Source: an optimization exercise on an open RTL-to-GDS flow (aim: small area, a short achievable clock period and few clock cycles per item). Production flows keep margins and buffers that such runs may drop.
Function was checked by simulation only, so behaviour that the tests miss may differ from the original.
No activity file was given, so power comes from the tool's default toggle rates.

<file path="config.mk">
export PLATFORM = sky130hd
export DESIGN_NAME = backlight_fade_dim_controller
export DESIGN_NICKNAME = backlight_fade_dim_controller
export VERILOG_FILES = /design/flow/design.v
export SDC_FILE = /design/flow/constraint.sdc
export NUM_CORES = 4
export LEC_CHECK = 0
export CAP_MARGIN = 20
export CORE_MARGIN = 2
export CORE_UTILIZATION = 70
export CTS_BUF_LIST = sky130_fd_sc_hd__clkbuf_8
export CTS_CLUSTER_DIAMETER = 60
export CTS_CLUSTER_SIZE = 16
export SETUP_SLACK_MARGIN = 5
export SLEW_MARGIN = 20
</file>
<file path="constraint.sdc">
create_clock -name core_clock -period 9.0 [get_ports {clk}]
set_input_delay 1.8000 -clock core_clock [delete_from_list [all_inputs] [get_ports {clk}]]
set_output_delay 1.8000 -clock core_clock [all_outputs]
set_load 0.01 [all_outputs]
</file>
<file path="design.v">
`timescale 1ns / 1ps
package bfdc_pkg;
  typedef enum logic [2:0] {
    FUNC_UPDATE = 3'd0,
    FUNC_PREDIM = 3'd1,
    FUNC_OFF    = 3'd2,
    FUNC_ON     = 3'd3,
    FUNC_RESET  = 3'd4
  } func_t;
  typedef enum logic [2:0] {
    CFG_BRIGHTNESS    = 3'd0,
    CFG_SLEEP_TIMEOUT = 3'd1,
    CFG_DIM_LEAD      = 3'd2,
    CFG_DIM_END_FRAC  = 3'd3,
    CFG_PREDIM_FRAC   = 3'd4,
    CFG_MIN_DIM_DUTY  = 3'd5
  } cfg_idx_t;
  typedef struct packed {
    logic load;
    logic prep;
    logic div_init;
    logic div_step;
    logic commit;
  } cmd_t;
  typedef struct packed {
    logic need_div;
    logic div_last;
  } status_t;
endpackage
`timescale 1ns / 1ps
module bfdc_add #(
  parameter int N = 32
) (
  input  logic [N-1:0] a,
  input  logic [N-1:0] b,
  input  logic         ci,
  output logic [N-1:0] s,
  output logic         co
);
  localparam int LV = (N > 32) ? 6 : (N > 16) ? 5 : (N > 8) ? 4 : (N > 4) ? 3 : (N > 2) ? 2 : 1;
  logic [LV:0][N-1:0] g, p;
  logic [N-1:0]       x;
  assign x    = a ^ b;
  assign p[0] = x;
  assign g[0] = (a & b) | {{(N-1){1'b0}}, x[0] & ci};
  for (genvar l = 0; l < LV; l++) begin : g_lv
    for (genvar i = 0; i < N; i++) begin : g_bit
      if (((i >> l) & 1) == 1) begin : g_op
        localparam int J = ((i >> l) << l) - 1;
        assign g[l+1][i] = g[l][i] | (p[l][i] & g[l][J]);
        assign p[l+1][i] = p[l][i] & p[l][J];
      end else begin : g_pass
        assign g[l+1][i] = g[l][i];
        assign p[l+1][i] = p[l][i];
      end
    end
  end
  assign s  = x ^ {g[LV][N-2:0], ci};
  assign co = g[LV][N-1];
endmodule
`timescale 1ns / 1ps
module backlight_fade_dim_controller #(
  parameter int TIME_BITS = 32,
  parameter int DUTY_BITS = 8
) (
  input  logic                 clk,
  input  logic                 rst,
  input  logic                 cfg_valid,
  output logic                 cfg_ready,
  input  logic [2:0]           cfg_index,
  input  logic [TIME_BITS-1:0] cfg_data,
  input  logic                 in_valid,
  output logic                 in_ready,
  input  logic [2:0]           func,
  input  logic [TIME_BITS-1:0] now_ms,
  input  logic [TIME_BITS-1:0] last_activity_ms,
  input  logic                 in_dim_phase,
  output logic                 out_valid,
  input  logic                 out_ready,
  output logic [DUTY_BITS-1:0] duty,
  output logic                 duty_written,
  output logic                 pwm_running,
  output logic                 backlight_cut
);
  assign cfg_ready = 1'b1;
  logic [7:0]  cB, cFe, cFp, cM;
  logic [31:0] cT, cL;
  always_ff @(posedge clk) begin
    if (rst) begin
      cB  <= 8'd180;
      cT  <= 32'd30000;
      cL  <= 32'd5000;
      cFe <= 8'd31;
      cFp <= 8'd77;
      cM  <= 8'd4;
    end else if (cfg_valid) begin
      case (cfg_index)
        3'd0: cB  <= cfg_data[7:0];
        3'd1: cT  <= cfg_data;
        3'd2: cL  <= cfg_data;
        3'd3: cFe <= cfg_data[7:0];
        3'd4: cFp <= cfg_data[7:0];
        3'd5: cM  <= cfg_data[7:0];
        default: begin
        end
      endcase
    end
  end
  logic [7:0] dd;      
  logic [7:0] ec;      
  logic [7:0] plc;     
  logic       lbok;    
  logic [1:0] pc;      
  logic       tE2, tP2, tE3, tP3, tE4, tP4;
  logic sv;            
  logic adv;           
  logic acc;
  assign adv      = !sv;
  assign in_ready = !sv && !pc[1];
  assign acc      = in_valid && in_ready;
  logic [31:0] st_start;
  logic        st_started;
  logic        st_cut;
  logic m_tick, m_wrf, m_clrf, m_srcp, m_cut;
  always_comb begin
    m_tick = (func == 3'd0) && !st_cut;
    m_wrf  = (func == 3'd1) || ((func == 3'd3) && st_cut);
    m_clrf = ((func == 3'd2) && !st_cut) || (func == 3'd4);
    m_srcp = (func == 3'd1);
    m_cut  = (func == 3'd2) ? 1'b1 : (func == 3'd3) ? 1'b0 : st_cut;
  end
  always_ff @(posedge clk) begin
    if (rst) begin
      st_start   <= '0;
      st_started <= 1'b0;
      st_cut     <= 1'b0;
    end else if (acc) begin
      st_cut <= m_cut;
      if (m_tick && !st_started) begin
        st_start   <= now_ms;
        st_started <= 1'b1;
      end
      if (func == 3'd4) begin
        st_start   <= '0;
        st_started <= 1'b0;
      end
    end
  end
  logic        v1, tick1, dim1, wrf1, clrf1, srcp1, cut1;
  logic [31:0] now1, last1;
  always_ff @(posedge clk) begin
    if (rst) begin
      v1 <= 1'b0;
    end else if (adv) begin
      v1 <= acc;
    end
  end
  always_ff @(posedge clk) begin
    if (adv) begin
      tick1 <= m_tick;
      dim1  <= in_dim_phase;
      wrf1  <= m_wrf;
      clrf1 <= m_clrf;
      srcp1 <= m_srcp;
      cut1  <= m_cut;
      now1  <= now_ms;
      last1 <= last_activity_ms;
    end
  end
  logic [31:0] elapsed1, pos1;
  bfdc_add #(.N(32)) u_elapsed (
    .a(now1), .b(~st_start), .ci(1'b1), .s(elapsed1), .co());
  logic [31:0] ps1, pc1, ps_b, pc_b;
  always_comb begin
    ps1 = now1 ^ ~last1 ^ ~cT;
    pc1 = {(now1[30:0] & ~last1[30:0]) | (now1[30:0] & ~cT[30:0]) | (~last1[30:0] & ~cT[30:0]),
           1'b1};
    ps_b = ps1 ^ pc1 ^ cL;
    pc_b = {(ps1[30:0] & pc1[30:0]) | (ps1[30:0] & cL[30:0]) | (pc1[30:0] & cL[30:0]), 1'b1};
  end
  bfdc_add #(.N(32)) u_pos (.a(ps_b), .b(pc_b), .ci(1'b0), .s(pos1), .co());
  logic        v2, tick2, dim2, wrf2, clrf2, srcp2, cut2, ehz2;
  logic [7:0]  elo2;
  logic [31:0] pos2;
  always_ff @(posedge clk) begin
    if (rst) begin
      v2 <= 1'b0;
    end else if (adv) begin
      v2 <= v1;
    end
  end
  always_ff @(posedge clk) begin
    if (adv) begin
      tick2 <= tick1;
      dim2  <= dim1;
      wrf2  <= wrf1;
      clrf2 <= clrf1;
      srcp2 <= srcp1;
      cut2  <= cut1;
      elo2  <= elapsed1[7:0];
      ehz2  <= (elapsed1[31:8] == 24'd0);
      pos2[31:8] <= pos1[31:8] & {24{!pc[1]}};
      pos2[7:0]  <= !pc[1] ? pos1[7:0] : pc[0] ? cFe : cFp;
    end
  end
  logic       lt2, plt2, wt2, isdiv2, clr2, wl2;
  logic       pos_ge_l;
  logic [31:0] pos_m_l;
  bfdc_add #(.N(32)) u_plt (.a(pos2), .b(~cL), .ci(1'b1), .s(pos_m_l), .co(pos_ge_l));
  logic [7:0] lvq2;
  always_comb begin
    lt2    = ehz2 && (elo2 < cB);
    plt2   = !pos_ge_l;
    wt2    = lt2 || dim2 || (cB != 8'hFF);
    isdiv2 = tick2 && !lt2 && dim2 && plt2 && lbok;
    clr2   = tick2 ? !wt2 : clrf2;
    wl2    = tick2 ? (wt2 && !isdiv2) : (wrf2 && !srcp2);
    lvq2   = (tick2 && lt2) ? elo2 : (tick2 && dim2) ? ec : cB;
  end
  function automatic logic [79:0] csa(input logic [39:0] a, input logic [39:0] b,
                                      input logic [39:0] c);
    logic [39:0] s, k;
    s = a ^ b ^ c;
    k = (a & b) | (a & c) | (b & c);
    csa = {s, k[38:0], 1'b0};
  endfunction
  logic [3:0]       bneg, bone, btwo;
  logic [5:0][39:0] br;
  logic [3:0][39:0] l1;
  logic [2:0][39:0] l2;
  logic [39:0]      ms2, mc2;
  always_comb begin
    for (int k = 0; k < 4; k++) begin
      logic       b2, b1, b0;
      logic [32:0] mag;
      logic [33:0] pat;
      b2 = dd[2*k+1];
      b1 = dd[2*k];
      b0 = (k == 0) ? 1'b0 : dd[2*k-1];
      bneg[k] = b2 && !(b1 && b0);
      bone[k] = b1 ^ b0;
      btwo[k] = (b2 && !b1 && !b0) || (!b2 && b1 && b0);
      mag = bone[k] ? {1'b0, pos2} : btwo[k] ? {pos2, 1'b0} : 33'd0;
      pat = bneg[k] ? ~{1'b0, mag} : {1'b0, mag};
      br[k] = {6'd0, ~pat[33], pat[32:0]} << (2 * k);
    end
    br[4] = dd[7] ? {pos2, 8'd0} : 40'd0;
    br[5] = {1'b0, 1'b1, 1'b0, 1'b1, 1'b0, 1'b1, 1'b1, 26'd0, bneg[3], 1'b0, bneg[2], 1'b0,
             bneg[1], 1'b0, bneg[0]};
    {l1[0], l1[1]} = csa(br[0], br[1], br[2]);
    {l1[2], l1[3]} = csa(br[3], br[4], br[5]);
    {l2[0], l2[1]} = csa(l1[0], l1[1], l1[2]);
    l2[2] = l1[3];
    {ms2, mc2} = csa(l2[0], l2[1], l2[2]);
  end
  logic [10:3][11:0] mt;
  logic [39:0] ms3, mc3;
  always_ff @(posedge clk) begin
    if (rst) begin
      mt[3][11] <= 1'b0;
    end else if (adv) begin
      mt[3][11] <= v2;
    end
  end
  always_ff @(posedge clk) begin
    if (adv) begin
      mt[3][10:0] <= {cut2, isdiv2, wl2, wl2 ? lvq2 : {6'd0, clr2, srcp2 && !tick2}};
      ms3         <= ms2;
      mc3         <= mc2;
    end
  end
  logic [39:0] lsh3, ys3, yc3, y3;
  bfdc_add #(.N(40)) u_y3 (.a(ys3), .b(yc3), .ci(1'b0), .s(y3), .co());
  always_comb begin
    lsh3 = {1'b0, cL, 7'd0};
    ys3  = ms3 ^ mc3 ^ ~lsh3;
    yc3  = (ms3 & mc3) | ((ms3 | mc3) & ~lsh3);
    yc3  = {yc3[38:0], 1'b1};
  end
  logic [7:1][39:0] rr;
  always_ff @(posedge clk) begin
    if (rst) begin
      mt[4][11] <= 1'b0;
    end else if (adv) begin
      mt[4][11] <= mt[3][11];
    end
  end
  always_ff @(posedge clk) begin
    if (adv) begin
      rr[7]       <= y3;
      mt[4][10:0] <= {mt[3][10:8], mt[3][9] ? !y3[39] : mt[3][7], mt[3][6:0]};
    end
  end
  for (genvar i = 1; i <= 6; i++) begin : g_step
    logic        sg;
    logic [33:0] u, lx;
    logic [33:0] d;
    logic        q;
    logic [39:0] rn;
    logic [11:0] mn;
    bfdc_add #(.N(34)) u_step (.a(u), .b(lx), .ci(!sg), .s(d), .co());
    always_comb begin
      sg = rr[i+1][33+i];
      u  = rr[i+1][33+i:i];
      lx = sg ? {2'b0, cL} : ~{2'b0, cL};
      q  = !d[32];
      rn = '0;
      rn[32+i:0] = {d[32:0], rr[i+1][i-1:0]};
      mn = mt[10-i];
      if (mt[10-i][9]) mn[i] = q;
    end
    always_ff @(posedge clk) begin
      if (rst) begin
        mt[11-i][11] <= 1'b0;
      end else if (adv) begin
        mt[11-i][11] <= mn[11];
      end
    end
    always_ff @(posedge clk) begin
      if (adv) begin
        rr[i]          <= rn;
        mt[11-i][10:0] <= mn[10:0];
      end
    end
  end
  logic        v10, wr10, clr10, cut10, isdiv10, srcp10;
  logic [7:0]  lvq10;
  logic        wl10;
  assign {v10, cut10, isdiv10, wl10, lvq10} = mt[10];
  assign srcp10 = !isdiv10 && !wl10 && lvq10[0];
  assign wr10   = isdiv10 || wl10 || lvq10[0];
  assign clr10  = !isdiv10 && !wl10 && lvq10[1];
  logic        q0;
  logic [33:0] d0;
  bfdc_add #(.N(34)) u_last (
    .a(rr[1][33:0]), .b(rr[1][33] ? {2'b0, cL} : ~{2'b0, cL}), .ci(!rr[1][33]), .s(d0), .co());
  logic [7:0]  a0, a1, c0, c1, level;
  logic [7:0]  r_duty;
  logic        r_pwm;
  logic        prod;
  always_comb begin
    q0     = !d0[32];
    a0     = cB - {lvq10[7:1], 1'b0};
    a1     = cB - {lvq10[7:1], 1'b1};
    c0     = (a0 < cM) ? cM : a0;
    c1     = (a1 < cM) ? cM : a1;
    level  = isdiv10 ? (q0 ? c1 : c0) : (wl10 ? lvq10 : plc);
    r_duty = wr10 ? level : duty;
    r_pwm  = wr10 || (!clr10 && pwm_running);
    prod   = v10 && adv;
  end
  logic [7:0] sd;
  logic       sw, sp, sc;
  logic       deliver;
  assign deliver = out_valid && out_ready;
  always_ff @(posedge clk) begin
    if (rst) begin
      out_valid     <= 1'b0;
      sv            <= 1'b0;
      duty          <= '0;
      duty_written  <= 1'b0;
      pwm_running   <= 1'b1;
      backlight_cut <= 1'b0;
    end else if (sv) begin
      if (deliver) begin
        sv            <= 1'b0;
        duty          <= sd;
        duty_written  <= sw;
        pwm_running   <= sp;
        backlight_cut <= sc;
      end
    end else if (prod) begin
      if (!out_valid || deliver) begin
        out_valid     <= 1'b1;
        duty          <= r_duty;
        duty_written  <= wr10;
        pwm_running   <= r_pwm;
        backlight_cut <= cut10;
      end else begin
        sv <= 1'b1;
        sd <= r_duty;
        sw <= wr10;
        sp <= r_pwm;
        sc <= cut10;
      end
    end else if (deliver) begin
      out_valid <= 1'b0;
    end
  end
  logic [15:0] xr;
  logic [7:0]  xe, xec, xpc;
  always_comb begin
    xr  = rr[7][15:0] + {cL[8:0], 7'd0};
    xe  = xr[15:8];
    xec = (xe < cM) ? cM : xe;
    xpc = xec;
  end
  always_ff @(posedge clk) begin
    if (rst) begin
      pc   <= 2'd0;
      tE2  <= 1'b0;
      tP2  <= 1'b0;
      tE3  <= 1'b0;
      tP3  <= 1'b0;
      tE4  <= 1'b0;
      tP4  <= 1'b0;
      dd   <= 8'd159;
      ec   <= 8'd21;
      plc  <= 8'd54;
      lbok <= 1'b1;
    end else if (cfg_valid) begin
      pc  <= 2'd3;
      tE2 <= 1'b0;
      tP2 <= 1'b0;
      tE3 <= 1'b0;
      tP3 <= 1'b0;
      tE4 <= 1'b0;
      tP4 <= 1'b0;
    end else begin
      if (pc != 2'd0) pc <= pc - 2'd1;
      tE2 <= (pc == 2'd3);
      tP2 <= (pc == 2'd2);
      tE3 <= tE2;
      tP3 <= tP2;
      tE4 <= tE3;
      tP4 <= tP3;
      if (pc == 2'd3) dd <= cB;
      if (tE4) begin
        dd   <= cB - xe;
        lbok <= (cL != 32'd0) && (cB > xe);
        ec   <= xec;
      end
      if (tP4) plc <= xpc;
    end
  end
endmodule
</file>
<file path="flow/run.sh">
#!/bin/bash
# Standard layout, with plain buf_1 cells (instead of the default pick) as the port buffers.
set -euo pipefail
sed "s/\"\${@:-finish}\"/'BUFFER_PORTS_ARGS=-buffer_cell sky130_fd_sc_hd__buf_1' \"\${@:-finish}\"/" standard.sh > standard_ports.sh
grep -q "BUFFER_PORTS_ARGS" standard_ports.sh
bash standard_ports.sh finish > flow_make.log 2>&1
</file>
<file path="standard.sh">
#!/bin/bash
# synth_recipe.tcl (not shown) runs the flow's synth.tcl, then flattens the netlist and writes it again
# the make line also repeats each setting of config.mk as NAME=value (left out here)
make -C /OpenROAD-flow-scripts/flow DESIGN_CONFIG=/design/flow/config.mk WORK_HOME=/design/flow/orfs CLKGATE_MAP_FILE= SYNTH_SCRIPT=/design/flow/synth_recipe.tcl "${@:-finish}"
</file>
==> results.json, run 1 <==
{
  "ys_types": 79,
  "slew_headroom_pct": 20.1,
  "reg2reg_depth": 14,
  "max_freq_mhz": 244,
  "endpoint_kind": "flop",
  "hold_path_class": "reg -> reg",
  "vdd_drop_max_mv": 0.348,
  "worst_ep_required_time_ns": 9.45,
  "min_from": "rr[240]$_DFFE_PN_",
  "powerDensity_nw_per_um2": 406,
  "vias": 34800,
  "area_growth_pct": 6.78,
  "htreeDepth": 3,
  "layout_common_cells": "edfxtp_1 (552), inv_1 (481), ha_1 (445), xnor2_1 (433), nand2_1 (358)",
  "start_util_pct": 70.6,
  "final-setup-viol-count": 0,
  "gp_congestion": 0.929,
  "numPortBuffers": 120,
  "netlist_area_sq_um": 49500,
  "rows": 97,
  "grtUsageMet2_pct": 56.2,
  "rsz0062_at_grt": "true",
  "synth_seq_cells": 738,
  "cap_viol_max_count": 0,
  "post_dp_cell_area_sq_um": 50900,
  "maxSlewViolCount": 0,
  "synth_warnings": 1,
  "grt.busiest_layer": "met2",
  "synth_compound_area_share_pct": 12.2,
  "hold_buffers": 0,
  "syn_inst": 4669,
  "syn_area_per_cell_sq_um": 10.6,
  "whs_path_depth": 0,
  "r2r-end": "pos2[30]$_DFFE_PN_",
  "first_global_vias": 34200,
  "synth.area.mux_share_pct": 0.943,
  "grt_max_degree": 199,
  "grt_use_met1_pct": 43.5,
  "drive_above_1_share_pct": 5.73,
  "layout_commonest_cell": "edfxtp_1",
  "post-dp-hpwl_microns": 88400,
  "synth_edf_count": 552,
  "crit_fanout": 3,
  "worstPathArrival_ns": 4.54,
  "yosys.area_share.xor_xnor_pct": 9.77,
  "holdPathEnd": "rr[200]$_DFFE_PN_",
  "wire_per_inst_microns": 21.5,
  "final_nets": 5520,
  "fin_area_sq_um": 52800,
  "run_status": "no timing/DRC/antenna violations",
  "synth_top_family_by_area": "adder cells",
  "grt_use_total_pct": 33.8,
  "cts_tree": "yes",
  "skew_ns": 0.0445,
  "tns_ns": 0,
  "die_x_microns": 270,
  "post-route-min-period_ns": 4.09,
  "grt_overflow": 0,
  "drt_iter0_drc": 3230,
  "ys_async_sr_fraction_pct": 0,
  "start_kind": "flop",
  "path_clk_slew_ns": 0.10,
  "synth_fa_ha_area_share_pct": 20.8,
  "syn-num-nets": 5459,
  "cts_sinks": 738,
  "dr.pass1.iters": 9,
  "clkLatencyLatePin_ns": 0.70,
  "hold_violations": 0,
  "die_area_sq_um": 72800,
  "timing.rr.start": "now1[5]$_DFFE_PN_",
  "worstMarginPinSlew_ns": 1.20,
  "routed_wl_microns": 123000,
  "core_area_sq_um": 70000,
  "vias_per_cell": 6.08,
  "ant_nets": 0,
  "synth-main-ff-cell": "edfxtp_1",
  "cts_root_buffer": "clkbuf_8",
  "seq_area_frac_synth_pct": 41.0,
  "grt_pass1_wl_microns": 190000,
  "criticalPathCategory": "reg -> reg",
  "period_share_pct": 45.4,
  "die_y_microns": 270,
  "clockBufferDepth": 3,
  "use_met3_pct": 6.40,
  "holdWs_ns": 0.415,
  "grt_antenna_before_repair": 7,
  "ios": 122,
  "drc_errors": 0,
  "synth-simple-area-share_pct": 10.1,
  "numCtsBuffers": 66,
  "leakage_nw": 22.0,
  "r2r_slack_ns": 4.91
}
==> worst max-delay path by stage <==
stage / startpoint / to / slack (ns) / cells past startpoint
CTS: now1[5]$_DFFE_PN_ / pos2[23]$_DFFE_PN_ / 5.00 / 13
global route: now1[15]$_DFFE_PN_ / pos2[31]$_DFFE_PN_ / 4.75 / 12
detailed placement: cL[1]$_SDFFE_PP0P_ / plc[6]$_SDFFE_PP0P_ / 4.22 / 14
finish: now1[5]$_DFFE_PN_ / pos2[30]$_DFFE_PN_ / 4.91 / 14
floorplan: sv$_SDFF_PP0_ / clrf1$_DFFE_PN_ / -0.01 / 2
global placement: cL[1]$_SDFFE_PP0P_ / plc[6]$_SDFFE_PP0P_ / 4.36 / 14
==> worst max-delay path: stages (launching register included) <==
cell and delay [ns]:
edfxtp_1 0.50, fa_1 0.58, fa_1 0.46, ha_2 0.21
or3_1 0.34, a221o_1 0.30, nand4_1 0.17, a2111oi_1 0.13
a211o_1 0.29, o211ai_1 0.29, buf_4 0.17, a21oi_2 0.06
a21oi_2 0.15, xor2_1 0.16, nor2_1 0.05
==> what timing repair did <==
item,in CTS,in global routing
buffers inserted,4,16
setup endpoints to repair,129,89
pin swaps,9,19
cloned,1,0
resized for setup,28,61
==> per-stage QoR <==
| stage | total power, W | utilization (%) | setup WS [ns] | std cells |
|---|---|---|---|---|
| final | 0.0214 | 75.4 | 4.91 | 5721 |
| after global routing | 0.0233 | 75.4 | 4.75 | 5721 |
| after CTS | 0.0211 | 74.8 | 5.00 | 5704 |
| after detailed placement | 0.0188 | 72.6 | 4.22 | 5581 |
| after global placement | 0.0184 | 72.6 | 4.36 | 5581 |
| after floorplan | 0.0159 | - | -0.0107 | 4669 |
==> synth_stat cells (21+ instances only) <==
cell        n  area (sq um)
o211ai_1   32           240
o21a_1     61           458
a211oi_1   32           240
xnor2_1   436          3820
nand3_1    91           455
a21o_1    125           938
nor3_1     68           340
nand2b_1   39           244
inv_1     463          1740
and2_1     61           382
nand2_1   358          1340
xor2_1    116          1020
o21ai_0   134           671
a21oi_1   236          1180
edfxtp_1  552         16600
nor2_1    267          1000
dfxtp_1   186          3720
and4_1     21           184
ha_1      447          5590
mux2i_1    44           440
clkbuf_1  197           739
fa_1      235          4700
a22oi_1   125           938
nor2b_1    49           307
or3_1      21           131
==> flip-flops by register name, indices dropped and copies added, names as in the netlist, 8 cells and up <==
name	cells
cT	32
st_start	32
rr	259
mc3	37
dd	8
cFp	8
pos2	32
cL	32
duty	8
ec	8
plc	8
mt	96
cFe	8
elo2	8
cM	8
sd	8
cB	8
now1	32
ms3	40
last1	32
==> power by group <==
part | internal (W) | total (W) | switching, W
combinational | 0.00582 | 0.0129 | 0.00704
clock | 0.000920 | 0.00215 | 0.00123
sequential | 0.00571 | 0.00642 | 0.000717
==> area by class of cell <==
| class | instances | area [sq um] |
|---|---|---|
| Multi-Input combinational cell | 3251 | 26900 |
| Sequential cell | 738 | 20300 |
| Fill cell | 5055 | 17200 |
| Inverter | 466 | 1760 |
| Timing Repair Buffer | 207 | 1250 |
| Tap cell | 940 | 1180 |
| Clock buffer | 72 | 991 |
| Clock inverter | 46 | 414 |
| Antenna cell | 1 | 2.50 |
==> routing by layer <==
layer	vias up	share of wire (%)	wire (microns)
met4	6	5.4	6580
met3	351	7.8	9590
met1	16800	40	48700
met5	-	0.033	41
met2	1347	47	58100
li1	16300	-	-
==> cells by family (layout without fill, tap and decap cells) <==
group | after synthesis | in the layout
compound gates | 907 | 908
xor+xnor | 552 | 552
fa+ha+maj | 682 | 682
buf+inv | 681 | 791
flops | 738 | 738
mux | 46 | 46
other cells | 1 | 2
simple gates | 1062 | 1062
Testbench counts, summed over its fixed seeds: cycles 13,575, items 13,015.
==> run 2, diff against run 1 <==
--- a/config.mk
+++ b/config.mk
@@ -8,8 +8,8 @@
 export CAP_MARGIN = 20
 export CORE_MARGIN = 2
 export CORE_UTILIZATION = 70
-export CTS_BUF_LIST = sky130_fd_sc_hd__clkbuf_8
+export CTS_BUF_LIST = sky130_fd_sc_hd__clkbuf_16
 export CTS_CLUSTER_DIAMETER = 60
-export CTS_CLUSTER_SIZE = 16
+export CTS_CLUSTER_SIZE = 22
 export SETUP_SLACK_MARGIN = 5
 export SLEW_MARGIN = 20
==> run 2 against run 1 <==
Effect of this change:
- sequential share of layout area fell by 0.42 points
- clock skew decreased by 0.021 ns
- design area increased by 1.1%
- utilization rose by 0.82 points
- non-clock buffer count down 3
==> results.json, run 2 <==
{
  "holdWs_ns": 0.413,
  "post-route-min-period_ns": 4.05,
  "post_dp_cell_area_sq_um": 50900,
  "yosysTopAreaCell": "edfxtp_1",
  "fin_area_sq_um": 53400,
  "drive_above_1_share_pct": 5.79,
  "critPathLaunch": "now1[0]$_DFFE_PN_",
  "final_nets": 5509,
  "drc_errors": 0,
  "p_switching_w": 0.00922,
  "vias": 34700,
  "dr.pass1.iters": 8,
  "cts_tree": "yes",
  "grt_pass1_wl_microns": 192000,
  "max_freq_mhz": 247,
  "netlist_area_sq_um": 49500,
  "synth_seq_cells": 738,
  "syn_area_per_cell_sq_um": 10.6,
  "yosysMostFrequentCell": "edfxtp_1",
  "synth-main-ff-cell": "edfxtp_1",
  "clkPwrFrac_pct": 12.3,
  "worst_ep_required_time_ns": 9.51,
  "cts_root_buffer": "clkbuf_16",
  "first_global_vias": 34500,
  "run_status": "no timing/DRC/antenna violations",
  "p_sw_share_pct": 41.9,
  "powerDensity_nw_per_um2": 412,
  "cts_sinks": 738,
  "crit_fanout": 3,
  "ys_top_cells_by_count": "edfxtp_1 (552), inv_1 (463), ha_1 (447)",
  "hold_path_class": "reg -> reg",
  "vdd_drop_max_mv": 0.321,
  "ys_async_sr_fraction_pct": 0,
  "largest_register_ffs": 259,
  "die_y_microns": 270,
  "numCtsBuffers": 58,
  "final_util_pct": 76.3,
  "post-dp-hpwl_microns": 88400,
  "routed_wl_microns": 124000,
  "endpoint_kind": "flop",
  "layout_common_cells": "edfxtp_1 (552), inv_1 (464), ha_1 (446), xnor2_1 (432), nand2_1 (358)",
  "min_from": "mt[19]$_DFFE_PN_",
  "gp_congestion": 0.929,
  "path_clk_slew_ns": 0.08,
  "final-setup-viol-count": 0,
  "maxSlewViolCount": 0,
  "numPortBuffers": 120,
  "drt_iter0_drc": 3208,
  "whs_path_depth": 0,
  "combPwrFrac_pct": 58.5,
  "grt_use_total_pct": 34.0,
  "wire_per_inst_microns": 21.6,
  "cap_viol_max_count": 0,
  "synth_warnings": 1,
  "worstPathArrival_ns": 4.56,
  "start_util_pct": 70.6,
  "leakage_nw": 22.2,
  "syn_inst": 4669,
  "hold_buffers": 0,
  "top_register": "rr",
  "seqPwrFrac_pct": 29.2,
  "synth_top_area_share_pct": 33.5,
  "seq_area_frac_synth_pct": 41.0,
  "layout_commonest_cell": "edfxtp_1",
  "fillers": 4972,
  "reg2reg_depth": 16,
  "criticalPathCategory": "reg -> reg",
  "reg_top3": "rr: 259 flops, mt: 96 flops, ms3: 40 flops",
  "internal-power_w": 0.0128,
  "core_area_sq_um": 70000,
  "hold_violations": 0,
  "syn-num-nets": 5459,
  "ios": 122,
  "start_kind": "flop",
  "area_growth_pct": 7.94,
  "grt_overflow": 0,
  "vias_per_cell": 6.08,
  "synth_area_leaders": "edfxtp_1 (34%), ha_1 (11%), fa_1 (9.5%), xnor2_1 (7.7%), dfxtp_1 (7.5%)",
  "clockBufferDepth": 3,
  "die_x_microns": 270,
  "synth_edf_count": 552,
  "ys_types": 79,
  "period_share_pct": 45.0,
  "ant_nets": 0,
  "htreeDepth": 2,
  "grt_max_degree": 199,
  "rows": 97,
  "rsz0062_at_grt": "true",
  "die_area_sq_um": 72800,
  "skew_ns": 0.0233,
  "worstMarginPinSlew_ns": 1.08,
  "grt_antenna_before_repair": 8,
  "timing.rr.start": "now1[0]$_DFFE_PN_",
  "slew_headroom_pct": 28.1,
  "clkLatencyLatePin_ns": 0.67
}
==> run 2: kinds of logic (layout without fill, tap and decap cells) <==
family                   after synthesis  in the layout  synth area share, %
AO/OA/AOI/OAI                        907            908                 12.2
other                                  1              2              0.00758
multiplexers                          46             46                0.943
XOR/XNOR                             552            552                 9.77
buffers and inverters                681            780                 5.19
AND/OR/NAND/NOR                     1062           1062                 10.1
adder cells (fa/ha/maj)              682            682                 20.8
flip-flops                           738            738                 41.0
==> run 2: what timing repair did <==
action | 4_1_cts | 5_1_grt
pin swaps | 10 | 18
setup buffers | 4 | 13
gates resized for setup | 28 | 59
setup endpoints to repair | 131 | 56
cloned | 1 | 0
==> run 2: through the flow <==
stage          total power, W  std cells  TNS [ns]  setup slack (ns)
5_1_grt                0.0239       5710         0              4.73
3_3_place_gp           0.0184       5581         0              4.36
3_5_place_dp           0.0188       5581         0              4.22
6_report               0.0220       5710         0              4.95
2_1_floorplan          0.0159       4669     -5.77           -0.0107
4_1_cts                0.0217       5696         0              5.00
==> run 2: layout make-up <==
cell class	count	area, sq um	share of cell area, %
Multi-Input combinational cell	3251	26900	50.4
Sequential cell	738	20300	38.0
Inverter	466	1760	3.29
Clock buffer	58	1450	2.72
Timing Repair Buffer	204	1240	2.33
Tap cell	940	1180	2.20
Clock inverter	52	546	1.02
Antenna cell	1	2.50	0.00469
==> run 2: worst max-delay path, cell delays in order (launching register included) <==
cell	delay (ns)
edfxtp_1	0.42
inv_1	0.06
ha_1	0.19
fa_1	0.38
nor2b_1	0.12
o21ai_1	0.08
a21oi_1	0.18
o41a_1	0.27
a31oi_2	0.17
fa_1	0.52
nand2_1	0.05
a221o_1	0.27
a2111oi_2	0.33
nand3_1	0.16
nor4b_2	0.28
o2111ai_1	0.20
a211oi_2	0.20
==> run 2: worst paths after layout <==
| check | end | slack, ns |
|---|---|---|
| min reg2reg | mt[31]$_DFFE_PN_ | 0.41 |
| max | ehz2$_DFFE_PN_ | 4.95 |
| min | mt[31]$_DFFE_PN_ | 0.41 |
| max reg2reg | ehz2$_DFFE_PN_ | 4.95 |
==> run 2: power by group through the flow <==
stage	Combinational (W)	Sequential (W)	Clock (W)
final	0.0129	0.00643	0.00271
after global routing	0.0145	0.00651	0.00287
after CTS	0.0126	0.00642	0.00274
after detailed placement	0.0124	0.00649	0
after global placement	0.0119	0.00647	0
after floorplan	0.00984	0.00602	0
==> run 2: routing by layer <==
layer,global-route usage (%),wire [microns],vias to the layer above
met5,0,50,-
met1,43.8,48400,16700
met4,15.7,6860,8
met3,5.73,9640,345
met2,56.7,58600,1349
li1,-,-,16300
==> run 3, diff against run 2 <==
--- a/config.mk
+++ b/config.mk
@@ -7,7 +7,7 @@
 export LEC_CHECK = 0
 export CAP_MARGIN = 20
 export CORE_MARGIN = 2
-export CORE_UTILIZATION = 70
+export CORE_UTILIZATION = 55
 export CTS_BUF_LIST = sky130_fd_sc_hd__clkbuf_16
 export CTS_CLUSTER_DIAMETER = 60
 export CTS_CLUSTER_SIZE = 22
==> run 3 against run 2 <==
Effect of this change:
- sequential power about the same
- global-route usage decreased by 6.4 points
- worst hold slack improved by 0.00094 ns
- routed wire length increased by 2.7%
- largest cell class unchanged
==> results.json, run 3 <==
{
  "run_status": "no timing/DRC/antenna violations",
  "grt_antenna_before_repair": 8,
  "start_kind": "flop",
  "top_register": "rr",
  "crit_fanout": 3,
  "skew_ns": 0.0366,
  "slew_headroom_pct": 26.5,
  "post-place-ws_ns": 4.27,
  "largest_register_ffs": 259,
  "vias": 33700,
  "htreeDepth": 3,
  "endpoint_kind": "flop",
  "area_growth_pct": 9.96,
  "maxSlewViolCount": 0,
  "ios": 122,
  "final_util_pct": 60.7,
  "layout_commonest_cell": "edfxtp_1",
  "hold_buffers": 0,
  "powerDensity_nw_per_um2": 413,
  "worst_slack_ns": 4.93,
  "dr.pass1.iters": 5,
  "critPathMaxStageDelay_ns": 0.46,
  "core_area_sq_um": 89600,
  "holdWs_ns": 0.414,
  "fillers": 7495,
  "grt_max_degree": 178,
  "criticalPathCategory": "reg -> reg",
  "syn_area_per_cell_sq_um": 10.6,
  "drt_iter0_drc": 2639,
  "yosysMostFrequentCell": "edfxtp_1",
  "synth-simple-area-share_pct": 10.1,
  "tns_ns": 0,
  "synth_edf_count": 552,
  "synth_top_family_by_area": "adder cells",
  "wire_per_inst_microns": 21.2,
  "hold_violations": 0,
  "cap_viol_max_count": 0,
  "max_freq_mhz": 246,
  "clockBufferDepth": 3,
  "synth_top_area_share_pct": 33.5,
  "synth_area_leaders": "edfxtp_1 (34%), ha_1 (11%), fa_1 (9.5%), xnor2_1 (7.7%), dfxtp_1 (7.5%)",
  "cts_root_buffer": "clkbuf_16",
  "yosys.area_share.xor_xnor_pct": 9.77,
  "synth_warnings": 1,
  "seq_area_frac_synth_pct": 41.0,
  "crit_family": "adder cells",
  "rsz0062_at_grt": "true",
  "ys_top_cells_by_count": "edfxtp_1 (552), inv_1 (463), ha_1 (447)",
  "ant_nets": 0,
  "hold_path_class": "reg -> reg",
  "critPathBufInv": 1,
  "syn_inst": 4669,
  "gp_congestion": 0.883,
  "synth-main-ff-cell": "edfxtp_1",
  "die_x_microns": 304,
  "grt_overflow": 0,
  "vdd_drop_max_mv": 0.244,
  "rows": 110,
  "synth_seq_cells": 738,
  "ys_types": 79,
  "final_nets": 5533,
  "die_y_microns": 304,
  "synth_compound_area_share_pct": 12.2,
  "yosysTopAreaCell": "edfxtp_1",
  "netlist_area_sq_um": 49500,
  "worstPathArrival_ns": 4.46,
  "leakage_nw": 22.5,
  "grt_pass1_wl_microns": 197000,
  "start_util_pct": 55.2,
  "numCtsBuffers": 77,
  "drc_errors": 0,
  "worst_ep_required_time_ns": 9.39,
  "post-route-min-period_ns": 4.07,
  "clkLatencyLatePin_ns": 0.67,
  "crit_chain": "inv_1 > fa_1 > fa_1 > ha_1 > or3_1 > a221o_1 > nand4_1 > a2111oi_2 > a211o_1 > o211ai_1 > nand2b_1 > nor4_2 > or3_1 > a21oi_1",
  "synth_fa_ha_area_share_pct": 20.8,
  "numPortBuffers": 120,
  "worstMarginPinSlew_ns": 1.10,
  "final-setup-viol-count": 0,
  "drive_above_1_share_pct": 6.74,
  "critPathSlowestCell": "fa_1",
  "synth.area.mux_share_pct": 0.943,
  "die_area_sq_um": 92400,
  "post-dp-hpwl_microns": 91400,
  "cts_tree": "yes",
  "path_clk_slew_ns": 0.08,
  "routed_wl_microns": 127000,
  "syn-num-nets": 5459,
  "seq_area_sq_um": 20300,
  "ys_async_sr_fraction_pct": 0,
  "reg_top3": "rr: 259 flops, mt: 96 flops, ms3: 40 flops",
  "multi_input_area_sq_um": 27000,
  "grt_use_total_pct": 27.6,
  "first_global_vias": 33700,
  "cts_sinks": 738,
  "vias_per_cell": 5.64,
  "layout_common_cells": "edfxtp_1 (552), inv_1 (462), ha_1 (444), xnor2_1 (431), nand2_1 (358)",
  "period_share_pct": 45.2
}
-- run 3: cell counts after synthesis --
No cell type changed its count.
-- run 3: kinds of logic after synthesis --
logic type,count (synthesis)
compound gates,907
xor+xnor,552
simple gates,1062
mux,46
other cells,1
buf+inv,681
flops,738
fa+ha+maj,682
-- run 3: layout make-up --
cell class	count	share of cell area, %
antenna	1	0.00460
multi-input combinational	3252	49.6
inverter	466	3.23
clock buffer	79	3.63
clock inverter	64	1.29
sequential	738	37.4
tap	1176	2.70
timing repair buffer	208	2.23
-- run 3: power by group --
| group | internal [W] | switching, W | leakage [nW] | total, W |
|---|---|---|---|---|
| Clock | 0.00177 | 0.00160 | 1.29 | 0.00337 |
| Sequential | 0.00571 | 0.000719 | 7.50 | 0.00643 |
| Combinational | 0.00576 | 0.00693 | 13.7 | 0.0127 |
| Total | 0.0132 | 0.00925 | 22.5 | 0.0225 |
-- run 3: timing repair --
item	4_1_cts	5_1_grt
hold endpoints to repair	0	0
endpoints found under the setup margin	132	188
cloned	1	1
buffers inserted	10	11
resized for setup	37	51
pin swaps	15	21
-- run 3: final timing paths --
kind	slack [ns]	depth (start not counted)	to	start
setup / recovery	4.93	14	pos2[31]$_DFFE_PN_	last1[6]$_DFFE_PN_
hold / removal	0.41	0	rr[202]$_DFFE_PN_	rr[242]$_DFFE_PN_
setup reg to reg	4.93	14	pos2[31]$_DFFE_PN_	last1[6]$_DFFE_PN_
hold reg to reg	0.41	0	rr[202]$_DFFE_PN_	rr[242]$_DFFE_PN_
-- run 3: per-layer routing --
metal / up-vias / routed length, microns / track usage (%)
met5: - / 34 / 0
met4: 8 / 4220 / 9.53
met3: 195 / 6660 / 3.75
met2: 828 / 61000 / 46.7
met1: 16400 / 55000 / 36.6
li1: 16300 / - / -
-- run 3: through the flow --
stage               power (W)  instances  area [sq um]
global placement       0.0187       5816         51100
finish                 0.0225       5984         54400
detailed placement     0.0189       5816         51100
global route           0.0246       5984         54400
CTS                    0.0225       5970         54100
floorplan              0.0159       4669         49500

==> static timing again, ports no longer ideal <==
No port has a modelled driver above. Below, the same layouts with a new extraction and two added sets of constraints.
Step 1, drivers: a clkbuf_16 drives clk and a buf_2 each remaining input, both assumed.
Step 2 moves the port delays by t, midway between the first and last clock arrival at a register: inputs arrive t later, outputs are due t later. That takes back most of the time a late clock gives input paths.
a / b / c = ideal ports / drivers / drivers and shift; a / b = the first two.
run	t (ns)	setup slack, ns	worst hold slack (ns)
run 1	0.742	4.910 / 4.910 / 4.647	0.415 / 0.415 / 0.415
run 2	0.724	4.951 / 4.951 / 4.661	0.413 / 0.413 / 0.413
run 3	0.724	4.933 / 4.933 / 4.871	0.414 / 0.414 / 0.414
After both steps every run listed still meets setup and hold. For run 2, which loses most, drivers alone change the setup slack by 0.000 ns; drivers and shift together by -0.290 ns.
